This is an optimization exercise on Yosys and OpenROAD, whose aim is small area, not a production implementation. Where RTL was checked, it was by simulation tests only, not by an equivalence proof against the original.

==> run a <==
// feature_ext_top
module feature_ext_top
#(
    parameter int REPORT_INTERVAL = 10,
    parameter int BASELINE_LEN    = 20       
) (
    input  logic                   clk,
    input  logic                   rst_n,
    input  logic signed [FP_W-1:0] vx,
    input  logic signed [FP_W-1:0] vy,
    input  logic signed [FP_W-1:0] nis_cv,
    input  logic                   imm_valid,
    input  logic signed [FP_W-1:0] rcs_amplitude,
    input  logic signed [FP_W-1:0] snr_db,
    input  logic signed [FP_W-1:0] doppler_spread_hz,
    input  logic signed [FP_W-1:0] micro_doppler_peak_hz,
    input  logic signed [FP_W-1:0] micro_doppler_period,
    input  logic                   rf_valid,
    output logic                   report_valid,
    output logic signed [FP_W-1:0] rpt_spd_avg,
    output logic signed [FP_W-1:0] rpt_spd_peak,
    output logic signed [FP_W-1:0] rpt_nis_avg,
    output logic signed [FP_W-1:0] rpt_nis_peak,
    output logic [MD_W-1:0]        rpt_md_type,
    output logic signed [FP_W-1:0] rpt_md_conf,
    output logic signed [FP_W-1:0] rpt_ecm_score,
    output logic                   rpt_ecm_detected,
    output logic                   ecm_noise_flag,
    output logic                   ecm_deception_flag
);
    logic signed [FP_W-1:0] spd_cur, nis_last;       
    logic signed [FP_W-1:0] spd_avg, spd_peak;       
    logic signed [FP_W-1:0] nis_avg, nis_peak;
    logic                   seen1, seen2;            
    logic signed [FP_W-1:0] spd_now, spd_ema, nis_ema;
    logic                   spd_gt, nis_gt;
    fe_speed    u_speed (.vx(vx), .vy(vy), .spd(spd_now));
  ...
==> module micro_doppler_classifier, before the edit <==
module micro_doppler_classifier
(
    input  logic signed [FP_W-1:0] doppler_spread_hz,
    input  logic signed [FP_W-1:0] micro_doppler_peak_hz,
    input  logic signed [FP_W-1:0] micro_doppler_period,
    input  logic                   spd_low,       
    output logic [3:0]             code_nx
);
    logic signed [FP_W-1:0] spread, peak, period;
    function automatic logic in_band(
        input logic signed [FP_W-1:0] f,
        input logic signed [FP_W-1:0] lo,
        input logic signed [FP_W-1:0] hi
    );
        in_band = (f >= lo) && (f <= hi);
    endfunction
    assign spread = doppler_spread_hz;
    assign peak   = micro_doppler_peak_hz;
    assign period = micro_doppler_period;
    always_comb begin
        if (spread > MD_SPREAD_PLSM)                                code_nx = MDC_PLASMA;
        else if (spread > MD_SPREAD_JET && period < PERIODIC_THR)   code_nx = MDC_JET;
        else if (period > PERIODIC_THR) begin
            if (in_band(peak, MD_MROTOR_LO, MD_MROTOR_HI))          code_nx = MDC_MROTOR;
            else if (in_band(peak, MD_PROP_LO, MD_PROP_HI))         code_nx = MDC_PROP;
            else if (in_band(peak, MD_ROTOR_LO, MD_ROTOR_HI))       code_nx = MDC_ROTOR;
            else if (in_band(peak, MD_FLAP_LO, MD_FLAP_HI))         code_nx = MDC_FLAP;
            else                                                    code_nx = MDC_UNK_PER;
        end else if (spread < MD_SPREAD_STAT && spd_low)            code_nx = MDC_NONE;
        else                                                        code_nx = MDC_UNK;
    end
endmodule
clock: 25.0 ns
lec_check: 0
abc_area: 1
cap_margin: 20
core_margin: 2
core_utilization: 60
cts_buf_list: sky130_fd_sc_hd__clkbuf_16
cts_cluster_diameter: 120
cts_cluster_size: 30
gpl_timing_driven: 0
slew_margin: 20
synth_hierarchical: 1
standard.sh (not shown) runs the stock make flow with config.mk's settings and CLKGATE_MAP_FILE= SYNTH_SCRIPT=/design/flow/synth_recipe.tcl, a recipe that flattens the netlist after the stock synthesis.
==> flow/flow/run.sh <==
#!/bin/bash
# Layout flow: the standard flow (standard.sh, unchanged synthesis and steps),
# with the input/output port buffers made from the plain sky130 buffer
# (buf_1) instead of the delay buffer the resizer picks by default.
set -o pipefail
cp standard.sh standard.sh.txt
export BUFFER_PORTS_ARGS="-buffer_cell sky130_fd_sc_hd__buf_1"
bash standard.sh > standard.log 2>&1
status=$?
tail -40 standard.log
exit $status
==> inputs of run b, as changes to run a <==
--- a/flow/design.v
+++ b/flow/design.v
@@ -1215,26 +1215,40 @@
     output logic [3:0]             code_nx
 );
-    logic signed [FP_W-1:0] spread, peak, period;
-    function automatic logic in_band(
-        input logic signed [FP_W-1:0] f,
-        input logic signed [FP_W-1:0] lo,
-        input logic signed [FP_W-1:0] hi
-    );
-        in_band = (f >= lo) && (f <= hi);
+    logic        s_neg, p_neg, q_neg;
+    logic [14:0] s_int, p_int;
+    logic        s_frac, p_frac;                  
+    logic        plasma, jet_spread, static_spread, per_lo, per_hi;
+    logic        b_mrotor, b_prop, b_rotor, b_flap;
+    assign s_neg  = doppler_spread_hz[31];
+    assign s_int  = doppler_spread_hz[30:16];
+    assign s_frac = |doppler_spread_hz[15:0];
+    assign p_neg  = micro_doppler_peak_hz[31];
+    assign p_int  = micro_doppler_peak_hz[30:16];
+    assign p_frac = |micro_doppler_peak_hz[15:0];
+    assign q_neg  = micro_doppler_period[31];
+    assign plasma        = !s_neg && (s_int > 15'd1000 || (s_int == 15'd1000 && s_frac));
+    assign jet_spread    = !s_neg && (s_int > 15'd200  || (s_int == 15'd200  && s_frac));
+    assign static_spread = s_neg || (s_int < 15'd5);
+    assign per_lo = q_neg || (micro_doppler_period[30:14] == 17'd0);
+    assign per_hi = !q_neg && ((micro_doppler_period[30:15] != 16'd0) ||
+                               (micro_doppler_period[14] && (micro_doppler_period[13:0] != 14'd0)));
+    function automatic logic band(input logic [14:0] lo, input logic [14:0] hi);
+        band = !p_neg && (p_int >= lo) && (p_int < hi || (p_int == hi && !p_frac));
     endfunction
-    assign spread = doppler_spread_hz;
-    assign peak   = micro_doppler_peak_hz;
-    assign period = micro_doppler_period;
+    assign b_mrotor = band(15'd50, 15'd300);
+    assign b_prop   = band(15'd30, 15'd100);
+    assign b_rotor  = band(15'd10, 15'd50);
+    assign b_flap   = band(15'd2,  15'd15);
     always_comb begin
-        if (spread > MD_SPREAD_PLSM)                                code_nx = MDC_PLASMA;
-        else if (spread > MD_SPREAD_JET && period < PERIODIC_THR)   code_nx = MDC_JET;
-        else if (period > PERIODIC_THR) begin
-            if (in_band(peak, MD_MROTOR_LO, MD_MROTOR_HI))          code_nx = MDC_MROTOR;
-            else if (in_band(peak, MD_PROP_LO, MD_PROP_HI))         code_nx = MDC_PROP;
-            else if (in_band(peak, MD_ROTOR_LO, MD_ROTOR_HI))       code_nx = MDC_ROTOR;
-            else if (in_band(peak, MD_FLAP_LO, MD_FLAP_HI))         code_nx = MDC_FLAP;
-            else                                                    code_nx = MDC_UNK_PER;
-        end else if (spread < MD_SPREAD_STAT && spd_low)            code_nx = MDC_NONE;
-        else                                                        code_nx = MDC_UNK;
+        if (plasma)                         code_nx = MDC_PLASMA;
+        else if (jet_spread && per_lo)      code_nx = MDC_JET;
+        else if (per_hi) begin
+            if (b_mrotor)                   code_nx = MDC_MROTOR;
+            else if (b_prop)                code_nx = MDC_PROP;
+            else if (b_rotor)               code_nx = MDC_ROTOR;
+            else if (b_flap)                code_nx = MDC_FLAP;
+            else                            code_nx = MDC_UNK_PER;
+        end else if (static_spread && spd_low) code_nx = MDC_NONE;
+        else                                code_nx = MDC_UNK;
     end
 endmodule
CTS_CLUSTER_DIAMETER = 100   (was 120)
CTS_CLUSTER_SIZE = 20   (was 30)
==> qor summary <==
| item | run a | run b |
|---|---|---|
| M1 wire length | 64.6 mm | 63.8 mm |
| Worst stage delay on the critical path | 0.60 ns | 0.96 ns |
| Hold path cells | 0 | 2 |
| Simple-gate share of the synthesized area | 11.9% | 11.6% |
| Count of buffering cells on the critical path with inverters included | 5 | 1 |
| Floorplan die area | 0.112 mm^2 | 0.111 mm^2 |
| Vias per cell | 5.19 | 5.22 |
| Run status | finished clean | finished clean |
| Routed length on met3 | 9.91 mm | 9.20 mm |
| Total GRT Usage | 29.5% | 29.2% |
| Startpoint of the most critical hold path | md_code[0] | md_code[3] |
| X dimension of the die | 334 um | 334 um |
Function not checked in run a: the RTL went through the layout flow alone.

==> delta: inputs <==
Another version of the RTL of feature_ext_top (not shown whole).
// feature_ext_top
module feature_ext_top
#(
    parameter int REPORT_INTERVAL = 10,
    parameter int BASELINE_LEN    = 20       
) (
    input  logic                   clk,
    input  logic                   rst_n,
    input  logic signed [FP_W-1:0] vx,
    input  logic signed [FP_W-1:0] vy,
    input  logic signed [FP_W-1:0] nis_cv,
    input  logic                   imm_valid,
    input  logic signed [FP_W-1:0] rcs_amplitude,
    input  logic signed [FP_W-1:0] snr_db,
    input  logic signed [FP_W-1:0] doppler_spread_hz,
    input  logic signed [FP_W-1:0] micro_doppler_peak_hz,
    input  logic signed [FP_W-1:0] micro_doppler_period,
    input  logic                   rf_valid,
    output logic                   report_valid,
    output logic signed [FP_W-1:0] rpt_spd_avg,
    output logic signed [FP_W-1:0] rpt_spd_peak,
    output logic signed [FP_W-1:0] rpt_nis_avg,
    output logic signed [FP_W-1:0] rpt_nis_peak,
    output logic [MD_W-1:0]        rpt_md_type,
    output logic signed [FP_W-1:0] rpt_md_conf,
    output logic signed [FP_W-1:0] rpt_ecm_score,
    output logic                   rpt_ecm_detected,
    output logic                   ecm_noise_flag,
    output logic                   ecm_deception_flag
);
clock: 25.0 ns
lec_check: 0
abc_area: 0
cap_margin: 20
core_margin: 2
core_utilization: 60
cts_buf_list: sky130_fd_sc_hd__clkbuf_16
cts_cluster_diameter: 100
cts_cluster_size: 20
gpl_timing_driven: 0
slew_margin: 20
synth_hierarchical: 1
Scripts as last shown in full above: flow/flow/run.sh
==> inputs of raven, as changes to delta <==
--- a/flow/design.v
+++ b/flow/design.v
@@ -1905,13 +1905,13 @@
     logic t265c, t266s, t266c, t267s, t267c, t268s, t268c, t269s, t269c, t270s, t270c, t271s, t271c, t272s, t272c, t273s;
     logic t273c, t274s, t274c, t275s, t275c, t276s, t276c, t277s, t277c, t278s, t278c, t279s, t279c, t280s, t280c, t281x;
     logic t281o, t282x, t282o, t283x, t283o, t284s, t284c, t285x, t285o, t286x, t286o, t287x, t287o, t288s, t288c, t289;
     logic t290c, t291c, t292c, t293c, t294c, t295c, t296c, t297c, t298c, t299c, t300c, t301c, t302c, t303c, t304c, t305c;
     logic t306c, t307c, t308c, t309c, t310c, t311c, t312c, t313c, t314c, t315c, t316c, t317c, t318c, t319c, t320c, t321c;
-    logic t322c, t323c, t324c, t325c, t326c, t327s, t327c, t328s, t328c, t329s, t329c, t330s, t330c, t331s, t331c, t332x;
-    logic t332o, t333s, t333c, t334s, t334c, t335s, t335c, t336s, t336c, t342, t343s, t343c, t344s, t344c, t345s, t345c;
-    logic t346s, t346c, t347s, t347c, t348x, t348o, t349s, t349c, t350s, t350c, t351s, t351c, t352s, t352c, t358;
+    logic t322c, t323c, t324c, t325c, t326c, t327s, t327c, t328s, t328c, t329s, t329c, t330s, t330c, t331s, t331c, t332c;
+    logic t333c, t334c, t335c, t336c, t337, t338s, t338c, t339s, t339c, t340s, t340c, t341s, t341c, t342s, t342c, t343c;
+    logic t344c, t345c, t346c, t347c, t348;
     fe_xnor u1x (.a(x[0]), .b(~a[0]), .y(t1x));
     fe_or u1o (.a(x[0]), .b(~a[0]), .y(t1o));
     fe_fa u2 (.a(x[1]), .b(~a[1]), .c(t1o), .s(t2s), .co(t2c));
     fe_fa u3 (.a(x[2]), .b(~a[2]), .c(t2c), .s(t3s), .co(t3c));
     fe_fa u4 (.a(x[3]), .b(~a[3]), .c(t3c), .s(t4s), .co(t4c));
@@ -2263,39 +2263,27 @@
     fe_ha u327 (.a(t282x), .b(t281o), .s(t327s), .co(t327c));
     fe_fa u328 (.a(t283x), .b(t282o), .c(t327c), .s(t328s), .co(t328c));
     fe_fa u329 (.a(t284s), .b(t283o), .c(t328c), .s(t329s), .co(t329c));
     fe_fa u330 (.a(t285x), .b(t284c), .c(t329c), .s(t330s), .co(t330c));
     fe_fa u331 (.a(t286x), .b(t285o), .c(t330c), .s(t331s), .co(t331c));
-    fe_xnor u332x (.a(t282x), .b(t281o), .y(t332x));
-    fe_or u332o (.a(t282x), .b(t281o), .y(t332o));
-    fe_fa u333 (.a(t283x), .b(t282o), .c(t332o), .s(t333s), .co(t333c));
-    fe_fa u334 (.a(t284s), .b(t283o), .c(t333c), .s(t334s), .co(t334c));
-    fe_fa u335 (.a(t285x), .b(t284c), .c(t334c), .s(t335s), .co(t335c));
-    fe_fa u336 (.a(t286x), .b(t285o), .c(t335c), .s(t336s), .co(t336c));
-    assign r[22] = t326c ? t332x : t327s;
-    assign r[23] = t326c ? t333s : t328s;
-    assign r[24] = t326c ? t334s : t329s;
-    assign r[25] = t326c ? t335s : t330s;
-    assign r[26] = t326c ? t336s : t331s;
-    assign t342 = t326c ? t336c : t331c;
-    fe_ha u343 (.a(t287x), .b(t286o), .s(t343s), .co(t343c));
-    fe_fa u344 (.a(t288s), .b(t287o), .c(t343c), .s(t344s), .co(t344c));
-    fe_fa u345 (.a(~a[29]), .b(t288c), .c(t344c), .s(t345s), .co(t345c));
-    fe_fa u346 (.a(~a[30]), .b(a[29]), .c(t345c), .s(t346s), .co(t346c));
-    fe_fa u347 (.a(~a[31]), .b(a[30]), .c(t346c), .s(t347s), .co(t347c));
-    fe_xnor u348x (.a(t287x), .b(t286o), .y(t348x));
-    fe_or u348o (.a(t287x), .b(t286o), .y(t348o));
-    fe_fa u349 (.a(t288s), .b(t287o), .c(t348o), .s(t349s), .co(t349c));
-    fe_fa u350 (.a(~a[29]), .b(t288c), .c(t349c), .s(t350s), .co(t350c));
-    fe_fa u351 (.a(~a[30]), .b(a[29]), .c(t350c), .s(t351s), .co(t351c));
-    fe_fa u352 (.a(~a[31]), .b(a[30]), .c(t351c), .s(t352s), .co(t352c));
-    assign r[27] = t342 ? t348x : t343s;
-    assign r[28] = t342 ? t349s : t344s;
-    assign r[29] = t342 ? t350s : t345s;
-    assign r[30] = t342 ? t351s : t346s;
-    assign r[31] = t342 ? t352s : t347s;
-    assign t358 = t342 ? t352c : t347c;
+    fe_ha u332 (.a(t327s), .b(t326c), .s(r[22]), .co(t332c));
+    fe_ha u333 (.a(t328s), .b(t332c), .s(r[23]), .co(t333c));
+    fe_ha u334 (.a(t329s), .b(t333c), .s(r[24]), .co(t334c));
+    fe_ha u335 (.a(t330s), .b(t334c), .s(r[25]), .co(t335c));
+    fe_ha u336 (.a(t331s), .b(t335c), .s(r[26]), .co(t336c));
+    assign t337 = t331c | t336c;
+    fe_ha u338 (.a(t287x), .b(t286o), .s(t338s), .co(t338c));
+    fe_fa u339 (.a(t288s), .b(t287o), .c(t338c), .s(t339s), .co(t339c));
+    fe_fa u340 (.a(~a[29]), .b(t288c), .c(t339c), .s(t340s), .co(t340c));
+    fe_fa u341 (.a(~a[30]), .b(a[29]), .c(t340c), .s(t341s), .co(t341c));
+    fe_fa u342 (.a(~a[31]), .b(a[30]), .c(t341c), .s(t342s), .co(t342c));
+    fe_ha u343 (.a(t338s), .b(t337), .s(r[27]), .co(t343c));
+    fe_ha u344 (.a(t339s), .b(t343c), .s(r[28]), .co(t344c));
+    fe_ha u345 (.a(t340s), .b(t344c), .s(r[29]), .co(t345c));
+    fe_ha u346 (.a(t341s), .b(t345c), .s(r[30]), .co(t346c));
+    fe_ha u347 (.a(t342s), .b(t346c), .s(r[31]), .co(t347c));
+    assign t348 = t342c | t347c;
 endmodule
 module fe_ema_fast_g (
     input logic [31:0] a,
     input logic [31:0] x,
     input logic g,
@@ -2333,13 +2321,12 @@
     logic t257s, t257c, t258s, t258c, t259s, t259c, t260s, t260c, t261s, t261c, t262s, t262c, t263s, t263c, t264s, t264c;
     logic t265s, t265c, t266s, t266c, t267s, t267c, t268s, t268c, t269s, t269c, t270s, t270c, t271s, t271c, t272x, t272o;
     logic t273x, t273o, t274x, t274o, t275s, t275c, t276x, t276o, t277s, t277c, t278, t279c, t280c, t281c, t282c, t283c;
     logic t284c, t285c, t286c, t287c, t288c, t289c, t290c, t291c, t292c, t293c, t294c, t295c, t296c, t297c, t298c, t299c;
     logic t300c, t301c, t302c, t303c, t304c, t305c, t306c, t307c, t308c, t309c, t310c, t311c, t312c, t313c, t314c, t315s;
-    logic t315c, t316s, t316c, t317s, t317c, t318s, t318c, t319s, t319c, t320x, t320o, t321s, t321c, t322s, t322c, t323s;
-    logic t323c, t324s, t324c, t330, t331s, t331c, t332s, t332c, t333s, t333c, t334s, t334c, t335s, t335c, t336x, t336o;
-    logic t337s, t337c, t338s, t338c, t339s, t339c, t340s, t340c, t346;
+    logic t315c, t316s, t316c, t317s, t317c, t318s, t318c, t319s, t319c, t320c, t321c, t322c, t323c, t324c, t325, t326s;
+    logic t326c, t327s, t327c, t328s, t328c, t329s, t329c, t330s, t330c, t331c, t332c, t333c, t334c, t335c, t336;
     fe_xnor u1x (.a(x[0]), .b(~a[0]), .y(t1x));
     fe_or u1o (.a(x[0]), .b(~a[0]), .y(t1o));
     fe_fa u2 (.a(x[1]), .b(~a[1]), .c(t1o), .s(t2s), .co(t2c));
     fe_fa u3 (.a(x[2]), .b(~a[2]), .c(t2c), .s(t3s), .co(t3c));
     fe_fa u4 (.a(x[3]), .b(~a[3]), .c(t3c), .s(t4s), .co(t4c));
@@ -2680,39 +2667,27 @@
     fe_ha u315 (.a(t270s), .b(t269c), .s(t315s), .co(t315c));
     fe_fa u316 (.a(t271s), .b(t270c), .c(t315c), .s(t316s), .co(t316c));
     fe_fa u317 (.a(t272x), .b(t271c), .c(t316c), .s(t317s), .co(t317c));
     fe_fa u318 (.a(t273x), .b(t272o), .c(t317c), .s(t318s), .co(t318c));
     fe_fa u319 (.a(t274x), .b(t273o), .c(t318c), .s(t319s), .co(t319c));
-    fe_xnor u320x (.a(t270s), .b(t269c), .y(t320x));
-    fe_or u320o (.a(t270s), .b(t269c), .y(t320o));
-    fe_fa u321 (.a(t271s), .b(t270c), .c(t320o), .s(t321s), .co(t321c));
-    fe_fa u322 (.a(t272x), .b(t271c), .c(t321c), .s(t322s), .co(t322c));
-    fe_fa u323 (.a(t273x), .b(t272o), .c(t322c), .s(t323s), .co(t323c));
-    fe_fa u324 (.a(t274x), .b(t273o), .c(t323c), .s(t324s), .co(t324c));
-    assign r[22] = t314c ? t320x : t315s;
-    assign r[23] = t314c ? t321s : t316s;
-    assign r[24] = t314c ? t322s : t317s;
-    assign r[25] = t314c ? t323s : t318s;
-    assign r[26] = t314c ? t324s : t319s;
-    assign t330 = t314c ? t324c : t319c;
-    fe_ha u331 (.a(t275s), .b(t274o), .s(t331s), .co(t331c));
-    fe_fa u332 (.a(t276x), .b(t275c), .c(t331c), .s(t332s), .co(t332c));
-    fe_fa u333 (.a(t277s), .b(t276o), .c(t332c), .s(t333s), .co(t333c));
-    fe_fa u334 (.a(~a[30]), .b(t277c), .c(t333c), .s(t334s), .co(t334c));
-    fe_fa u335 (.a(~a[31]), .b(a[30]), .c(t334c), .s(t335s), .co(t335c));
-    fe_xnor u336x (.a(t275s), .b(t274o), .y(t336x));
-    fe_or u336o (.a(t275s), .b(t274o), .y(t336o));
-    fe_fa u337 (.a(t276x), .b(t275c), .c(t336o), .s(t337s), .co(t337c));
-    fe_fa u338 (.a(t277s), .b(t276o), .c(t337c), .s(t338s), .co(t338c));
-    fe_fa u339 (.a(~a[30]), .b(t277c), .c(t338c), .s(t339s), .co(t339c));
-    fe_fa u340 (.a(~a[31]), .b(a[30]), .c(t339c), .s(t340s), .co(t340c));
-    assign r[27] = t330 ? t336x : t331s;
-    assign r[28] = t330 ? t337s : t332s;
-    assign r[29] = t330 ? t338s : t333s;
-    assign r[30] = t330 ? t339s : t334s;
-    assign r[31] = t330 ? t340s : t335s;
-    assign t346 = t330 ? t340c : t335c;
+    fe_ha u320 (.a(t315s), .b(t314c), .s(r[22]), .co(t320c));
+    fe_ha u321 (.a(t316s), .b(t320c), .s(r[23]), .co(t321c));
+    fe_ha u322 (.a(t317s), .b(t321c), .s(r[24]), .co(t322c));
+    fe_ha u323 (.a(t318s), .b(t322c), .s(r[25]), .co(t323c));
+    fe_ha u324 (.a(t319s), .b(t323c), .s(r[26]), .co(t324c));
+    assign t325 = t319c | t324c;
+    fe_ha u326 (.a(t275s), .b(t274o), .s(t326s), .co(t326c));
+    fe_fa u327 (.a(t276x), .b(t275c), .c(t326c), .s(t327s), .co(t327c));
+    fe_fa u328 (.a(t277s), .b(t276o), .c(t327c), .s(t328s), .co(t328c));
+    fe_fa u329 (.a(~a[30]), .b(t277c), .c(t328c), .s(t329s), .co(t329c));
+    fe_fa u330 (.a(~a[31]), .b(a[30]), .c(t329c), .s(t330s), .co(t330c));
+    fe_ha u331 (.a(t326s), .b(t325), .s(r[27]), .co(t331c));
+    fe_ha u332 (.a(t327s), .b(t331c), .s(r[28]), .co(t332c));
+    fe_ha u333 (.a(t328s), .b(t332c), .s(r[29]), .co(t333c));
+    fe_ha u334 (.a(t329s), .b(t333c), .s(r[30]), .co(t334c));
+    fe_ha u335 (.a(t330s), .b(t334c), .s(r[31]), .co(t335c));
+    assign t336 = t330c | t335c;
 endmodule
 module fe_ema_rcsdev (
     input logic [31:0] a,
     input logic [31:0] rcs,
     input logic [31:0] base,
==> qor summary <==
| item | delta | raven |
|---|---|---|
| CTS clk-pin slew, worst paths | 0.09 ns | 0.08 ns |
| Combined area of the multi-input logic cells | 51500 um^2 | 51200 um^2 |
| Compound-cell area share of the yosys netlist | 3.43% | 3.45% |
| Syn Area/Cell | 13.6 um^2 | 13.6 um^2 |
| Layout buffer count excluding clock buffers | 595 | 590 |
| Status | no timing/DRC/antenna violations | no timing/DRC/antenna violations |
| Count of unique library cells instantiated by Yosys | 98 | 99 |
| Total core area | 104000 um^2 | 103000 um^2 |
| Mux contribution to synthesized area | 5.66% | 5.26% |
| Post-CTS repair timing setup buffer count | 6 | 5 |
| Number of DRC markers after the initial detailed-route iteration | 2250 | 2015 |
| Fraction of final layout cells sized beyond drive strength 1 | 15.5% | 15.7% |
| Top-area cell type share of the netlist area | 53.3% | 53.1% |
| Critical-path maximum fanout | 7 | 10 |
| Critical register-to-register path endpoint | nis_avg[31] | spd_avg[31] |
| Simple logic cell fraction of the synthesized area | 6.77% | 6.79% |
| Wire length per cell after detailed routing | 22.8 um | 22.7 um |
| Clock period minus worst slack | 24.54 ns | 24.50 ns |
| Grt met2 use | 47.4% | 48.5% |
| Buffers & Inverters on Critical Path | 2 | 5 |
| Post-Place Cells | 6435 | 6406 |
Only the layout flow was run in delta; the RTL was not checked for function there.

[separate check: timing with driven ports]
No port has a modelled driver above. Below, the same layouts with a new extraction and two added sets of constraints.
Step 1 assumes that a clkbuf_16 drives the clock port and a buf_2 every other input.
Step 2 also shifts input and output timing later by t, the mid clock arrival at the registers, as if the neighbouring blocks saw the same clock.
Slacks: ideal / step 1 / step 2; pairs: ideal / step 1.
| run | shift t [ns] | slack for setup (ns) | worst setup path at the end | latest minus earliest clock arrival (ns) |
|---|---|---|---|---|
| run a | 0.699 | 0.589 / 0.636 / -0.063 | input to register | 0.065 / 0.066 |
| run b | 0.729 | 0.553 / 0.598 / -0.131 | input to register | 0.048 / 0.048 |
| delta | 0.699 | 0.465 / 0.519 / -0.180 | input to register | 0.023 / 0.022 |
| raven | 0.703 | 0.502 / 0.554 / -0.149 | input to register | 0.034 / 0.034 |
Met with ideal ports but missed after step 2: setup timing in every run listed. The setup slack of run b, which loses most, moves by +0.045 ns with the drivers and by -0.684 ns with both steps.
